Background: an optimization exercise with open tools, aiming at small area. Do not read the settings as production practice.
In this exercise RTL edits were held to simulation tests only and were not proved equivalent to the original.
Power figures rest on the tool's default switching activity, not on a simulated workload.

== garnet ==
==> flow/design.v <==
module gray_window_3x3 #(
  parameter int unsigned WIDTH  = 100,
  parameter int unsigned HEIGHT = 100
) (
  input  logic                      clk,
  input  logic                      rst_n,
  input  logic                      pix_valid,
  input  logic [7:0]                pix_in,
  input  logic                      sof,
  output logic                      win_valid,
  output logic [71:0]               win,
  output logic [$clog2(WIDTH)-1:0]  win_x,
  output logic [$clog2(HEIGHT)-1:0] win_y,
  output logic                      frame_done
);
  localparam int unsigned XW  = $clog2(WIDTH);
  localparam int unsigned YW  = $clog2(HEIGHT);
  localparam int unsigned LEN = 2 * WIDTH + 3;
  logic [XW-1:0] xm1_q;
  logic [YW-1:0] ym1_q;
  logic          acc_q;    
  logic x_last, y_last;
  assign x_last = xm1_q[6] & xm1_q[5] & xm1_q[1] & ~xm1_q[0];
  assign y_last = ym1_q[6] & ym1_q[5] & ym1_q[1] & ~ym1_q[0];
  logic x_neg, y_neg;
  assign x_neg = xm1_q[6] & xm1_q[5] & xm1_q[4];
  assign y_neg = ym1_q[6] & ym1_q[5] & ym1_q[4];
  logic restart_q;
  logic start;
  assign start = sof || restart_q;
  always_ff @(posedge clk or negedge rst_n) begin
    if (!rst_n) begin
      restart_q <= 1'b1;
      acc_q     <= 1'b0;
    end else begin
      acc_q <= pix_valid;
      if (pix_valid) restart_q <= 1'b0;
    end
  end
  always_ff @(posedge clk) begin
    if (pix_valid) begin
      xm1_q <= (start || x_last) ? '1 : xm1_q + XW'(1);
      if (start || (x_last && y_last)) ym1_q <= '1;
      else if (x_last)                 ym1_q <= ym1_q + YW'(1);
    end
  end
  logic [7:0] chain [LEN];
  always_ff @(posedge clk) begin
    if (pix_valid) begin
      chain[0] <= pix_in;
      for (int i = 1; i < LEN - 1; i++) chain[i] <= chain[i-1];
    end
  end
  always_ff @(posedge clk) chain[LEN-1] <= chain[LEN-2];
  for (genvar r = 0; r < 3; r++) begin : g_row
    for (genvar c = 0; c < 3; c++) begin : g_col
      assign win[8*(3*r+c) +: 8] = chain[(2-r)*WIDTH + (2-c)];
    end
  end
  assign win_x      = xm1_q;
  assign win_y      = ym1_q;
  assign win_valid  = acc_q && !x_neg && (xm1_q != '0) && !y_neg && (ym1_q != '0);
  assign frame_done = acc_q && x_last && y_last;
endmodule
Settings: LEC_CHECK=0, CAP_MARGIN=20, CORE_MARGIN=2, CORE_UTILIZATION=70, SLEW_MARGIN=20; clock period 10.0 ns.
standard.sh (not shown) runs the stock make flow with config.mk's settings and CLKGATE_MAP_FILE= SYNTH_SCRIPT=/design/flow/synth_recipe.tcl, a recipe that flattens the netlist after the stock synthesis.
==> flow/flow/run.sh <==
#!/bin/bash
# Standard layout, with a lighter clock tree (no dummy loads, one buffer
# type, larger sink clusters) and the smallest buffer on each port.
set -euo pipefail
export CTS_ARGS="-sink_clustering_enable -repair_clock_nets -dont_use_dummy_load -buf_list sky130_fd_sc_hd__clkbuf_8 -sink_clustering_size 20 -sink_clustering_max_diameter 80"
export BUFFER_PORTS_ARGS="-buffer_cell sky130_fd_sc_hd__buf_1"
bash standard.sh > standard_flow.log 2>&1
For pepper, these inputs were changed with respect to garnet:
--- a/flow/design.v
+++ b/flow/design.v
@@ -45,16 +45,15 @@
     end
   end
   logic [7:0] chain [LEN];
   always_ff @(posedge clk) begin
     if (pix_valid) begin
       chain[0] <= pix_in;
-      for (int i = 1; i < LEN - 1; i++) chain[i] <= chain[i-1];
+      for (int i = 1; i < LEN; i++) chain[i] <= chain[i-1];
     end
   end
-  always_ff @(posedge clk) chain[LEN-1] <= chain[LEN-2];
   for (genvar r = 0; r < 3; r++) begin : g_row
     for (genvar c = 0; c < 3; c++) begin : g_col
       assign win[8*(3*r+c) +: 8] = chain[(2-r)*WIDTH + (2-c)];
     end
   end
   assign win_x      = xm1_q;
[summary]
Summary of pepper over garnet: maximum frequency now smaller; register cell area after layout comparable; cell area after placement comparable; via count now larger; maximum VDD drop now smaller. Taking garnet as the reference, in pepper non-filler instance count after layout essentially unchanged, met2 routing resource usage after global routing shows no meaningful change, global-route total usage across every layer roughly the same, switching power total now sits lower. The reported combinational group power on garnet is in line with that on pepper. Any difference in clock group share of total power between garnet and pepper is small enough to ignore.

* * *

gray_window_3x3, a different RTL version from the one above (not shown whole).
Size in the first run: about 1700 cells after synthesis, about 100 I/O pins, ~0.050 mm2 of cells after synthesis.
## gray_window_3x3
module gray_window_3x3 #(
  parameter int unsigned WIDTH  = 100,
  parameter int unsigned HEIGHT = 100
) (
  input  logic                      clk,
  input  logic                      rst_n,
  input  logic                      pix_valid,
  input  logic [7:0]                pix_in,
  input  logic                      sof,
  output logic                      win_valid,
  output logic [71:0]               win,
  output logic [$clog2(WIDTH)-1:0]  win_x,
  output logic [$clog2(HEIGHT)-1:0] win_y,
  output logic                      frame_done
);
  localparam int unsigned XW  = $clog2(WIDTH);
  localparam int unsigned YW  = $clog2(HEIGHT);
  localparam int unsigned LEN = 2 * WIDTH + 3;
  logic [XW-1:0] xm1_q;
  logic [YW-1:0] ym1_q;
  logic          acc_q;    
  logic x_last, y_last;
  assign x_last = xm1_q[6] & xm1_q[5] & xm1_q[1] & ~xm1_q[0];
  assign y_last = ym1_q[6] & ym1_q[5] & ym1_q[1] & ~ym1_q[0];
  logic x_neg, y_neg;
  assign x_neg = xm1_q[6] & xm1_q[5] & xm1_q[4];
  assign y_neg = ym1_q[6] & ym1_q[5] & ym1_q[4];
  always_ff @(posedge clk or negedge rst_n) begin
    if (!rst_n) begin
      xm1_q <= XW'(WIDTH - 2);
      ym1_q <= YW'(HEIGHT - 2);
      acc_q <= 1'b0;
    end else begin
      acc_q <= pix_valid;
      if (pix_valid) begin
        xm1_q <= (sof || x_last) ? '1 : xm1_q + XW'(1);
        if (sof || (x_last && y_last)) ym1_q <= '1;
        else if (x_last)               ym1_q <= ym1_q + YW'(1);
      end
    end
  end
  logic [7:0] chain [LEN];
  always_ff @(posedge clk) begin
    if (pix_valid) begin
      chain[0] <= pix_in;
      for (int i = 1; i < LEN; i++) chain[i] <= chain[i-1];
    end
  end
  for (genvar r = 0; r < 3; r++) begin : g_row
    for (genvar c = 0; c < 3; c++) begin : g_col
      assign win[8*(3*r+c) +: 8] = chain[(2-r)*WIDTH + (2-c)];
    end
  end
  assign win_x      = xm1_q;
  assign win_y      = ym1_q;
  ...
==> module gray_window_3x3, before the edit <==
module gray_window_3x3 #(
  parameter int unsigned WIDTH  = 100,
  parameter int unsigned HEIGHT = 100
) (
  input  logic                      clk,
  input  logic                      rst_n,
  input  logic                      pix_valid,
  input  logic [7:0]                pix_in,
  input  logic                      sof,
  output logic                      win_valid,
  output logic [71:0]               win,
  output logic [$clog2(WIDTH)-1:0]  win_x,
  output logic [$clog2(HEIGHT)-1:0] win_y,
  output logic                      frame_done
);
  localparam int unsigned XW  = $clog2(WIDTH);
  localparam int unsigned YW  = $clog2(HEIGHT);
  localparam int unsigned LEN = 2 * WIDTH + 3;
  logic [XW-1:0] xm1_q;
  logic [YW-1:0] ym1_q;
  logic          acc_q;    
  logic x_last, y_last;
  assign x_last = xm1_q[6] & xm1_q[5] & xm1_q[1] & ~xm1_q[0];
  assign y_last = ym1_q[6] & ym1_q[5] & ym1_q[1] & ~ym1_q[0];
  logic x_neg, y_neg;
  assign x_neg = xm1_q[6] & xm1_q[5] & xm1_q[4];
  assign y_neg = ym1_q[6] & ym1_q[5] & ym1_q[4];
  always_ff @(posedge clk or negedge rst_n) begin
    if (!rst_n) begin
      xm1_q <= XW'(WIDTH - 2);
      ym1_q <= YW'(HEIGHT - 2);
      acc_q <= 1'b0;
    end else begin
      acc_q <= pix_valid;
      if (pix_valid) begin
        xm1_q <= (sof || x_last) ? '1 : xm1_q + XW'(1);
        if (sof || (x_last && y_last)) ym1_q <= '1;
        else if (x_last)               ym1_q <= ym1_q + YW'(1);
      end
    end
  end
  logic [7:0] chain [LEN];
  always_ff @(posedge clk) begin
    if (pix_valid) begin
      chain[0] <= pix_in;
      for (int i = 1; i < LEN; i++) chain[i] <= chain[i-1];
    end
  end
  for (genvar r = 0; r < 3; r++) begin : g_row
    for (genvar c = 0; c < 3; c++) begin : g_col
      assign win[8*(3*r+c) +: 8] = chain[(2-r)*WIDTH + (2-c)];
    end
  end
  assign win_x      = xm1_q;
  assign win_y      = ym1_q;
  assign win_valid  = acc_q && !x_neg && (xm1_q != '0) && !y_neg && (ym1_q != '0);
  assign frame_done = acc_q && x_last && y_last;
endmodule
Settings: LEC_CHECK=0, CAP_MARGIN=20, CORE_MARGIN=2, CORE_UTILIZATION=75, SLEW_MARGIN=20; clock period 10.0 ns.
Scripts as last shown in full above: flow/flow/run.sh
The first run went through all stages and came out clean.
Then changed:
==> flow/design.v (replaced) <==
module gray_window_3x3 #(
  parameter int unsigned WIDTH  = 100,
  parameter int unsigned HEIGHT = 100
) (
  input  logic                      clk,
  input  logic                      rst_n,
  input  logic                      pix_valid,
  input  logic [7:0]                pix_in,
  input  logic                      sof,
  output logic                      win_valid,
  output logic [71:0]               win,
  output logic [$clog2(WIDTH)-1:0]  win_x,
  output logic [$clog2(HEIGHT)-1:0] win_y,
  output logic                      frame_done
);
  localparam int unsigned XW  = $clog2(WIDTH);
  localparam int unsigned YW  = $clog2(HEIGHT);
  localparam int unsigned LEN = 2 * WIDTH + 3;
  logic [XW-1:0] xm1_q;
  logic [YW-1:0] ym1_q;
  logic          acc_q;    
  logic [7:0] chain [LEN];
  always_ff @(posedge clk or negedge rst_n) begin
    if (!rst_n) begin
      xm1_q <= XW'(WIDTH - 2);
      ym1_q <= YW'(HEIGHT - 2);
      acc_q <= 1'b0;
    end else begin
      acc_q <= pix_valid;
      if (pix_valid) begin
        if (sof) begin
          xm1_q <= '1;
          ym1_q <= '1;
        end else if (xm1_q == XW'(WIDTH - 2)) begin
          xm1_q <= '1;
          ym1_q <= (ym1_q == YW'(HEIGHT - 2)) ? '1 : ym1_q + YW'(1);
        end else begin
          xm1_q <= xm1_q + XW'(1);
        end
      end
    end
  end
  always_ff @(posedge clk) begin
    if (pix_valid) begin
      chain[0] <= pix_in;
      for (int i = 1; i < LEN; i++) chain[i] <= chain[i-1];
    end
  end
  for (genvar r = 0; r < 3; r++) begin : g_row
    for (genvar c = 0; c < 3; c++) begin : g_col
      assign win[8*(3*r+c) +: 8] = chain[(2-r)*WIDTH + (2-c)];
    end
  end
  assign win_x      = xm1_q;
  assign win_y      = ym1_q;
  assign win_valid  = acc_q && (xm1_q != '1) && (xm1_q != '0)
                            && (ym1_q != '1) && (ym1_q != '0);
  assign frame_done = acc_q && (xm1_q == XW'(WIDTH - 2)) && (ym1_q == YW'(HEIGHT - 2));
endmodule
Register-to-register slack degrades by 0.03 ns.
Count of clock-buffer cells in the layout does not change.
Fmax fell by 7.3%.
Synthesized cell count rose by 0.93%.
Die area hardly moves.
Clock power hardly moves.
Utilization stays flat.
Hold slack improves by 0.023 ns.
Routed wire length fell by 3.8%.
Worst setup slack degrades by 0.32 ns.

[what the ideal ports hide]
How much do the figures lean on ideal ports? The routed layouts below were timed once more, with nothing changed but the port constraints.
Step 1: set_driving_cell puts a clkbuf_16 on clk and a buf_2 on each other input, an assumption about the parent block.
Step 2 moves the port delays by t, midway between the first and last clock arrival at a register: inputs arrive t later, outputs are due t later. That takes back most of the time a late clock gives input paths.
Slacks: no drivers / after step 1 / after step 2; pairs: no drivers / after step 1.
run | t, ns | setup WS [ns] | worst slew at a driven data input, ns | pins driven straight from the clock port
garnet | 0.754 | 5.583 / 5.523 / 5.212 | 0.03 | 1
pepper | 0.756 | 5.563 / 5.504 / 5.302 | 0.03 | 1
the first run of note 2 | 0.736 | 5.936 / 5.880 / 5.677 | 0.04 | 1
the second run of note 2 | 0.744 | 5.614 / 5.552 / 5.279 | 0.03 | 1
After both steps setup and hold are still met in every run listed. The setup slack of garnet, which loses most, moves by -0.060 ns with the drivers and by -0.371 ns with both steps.
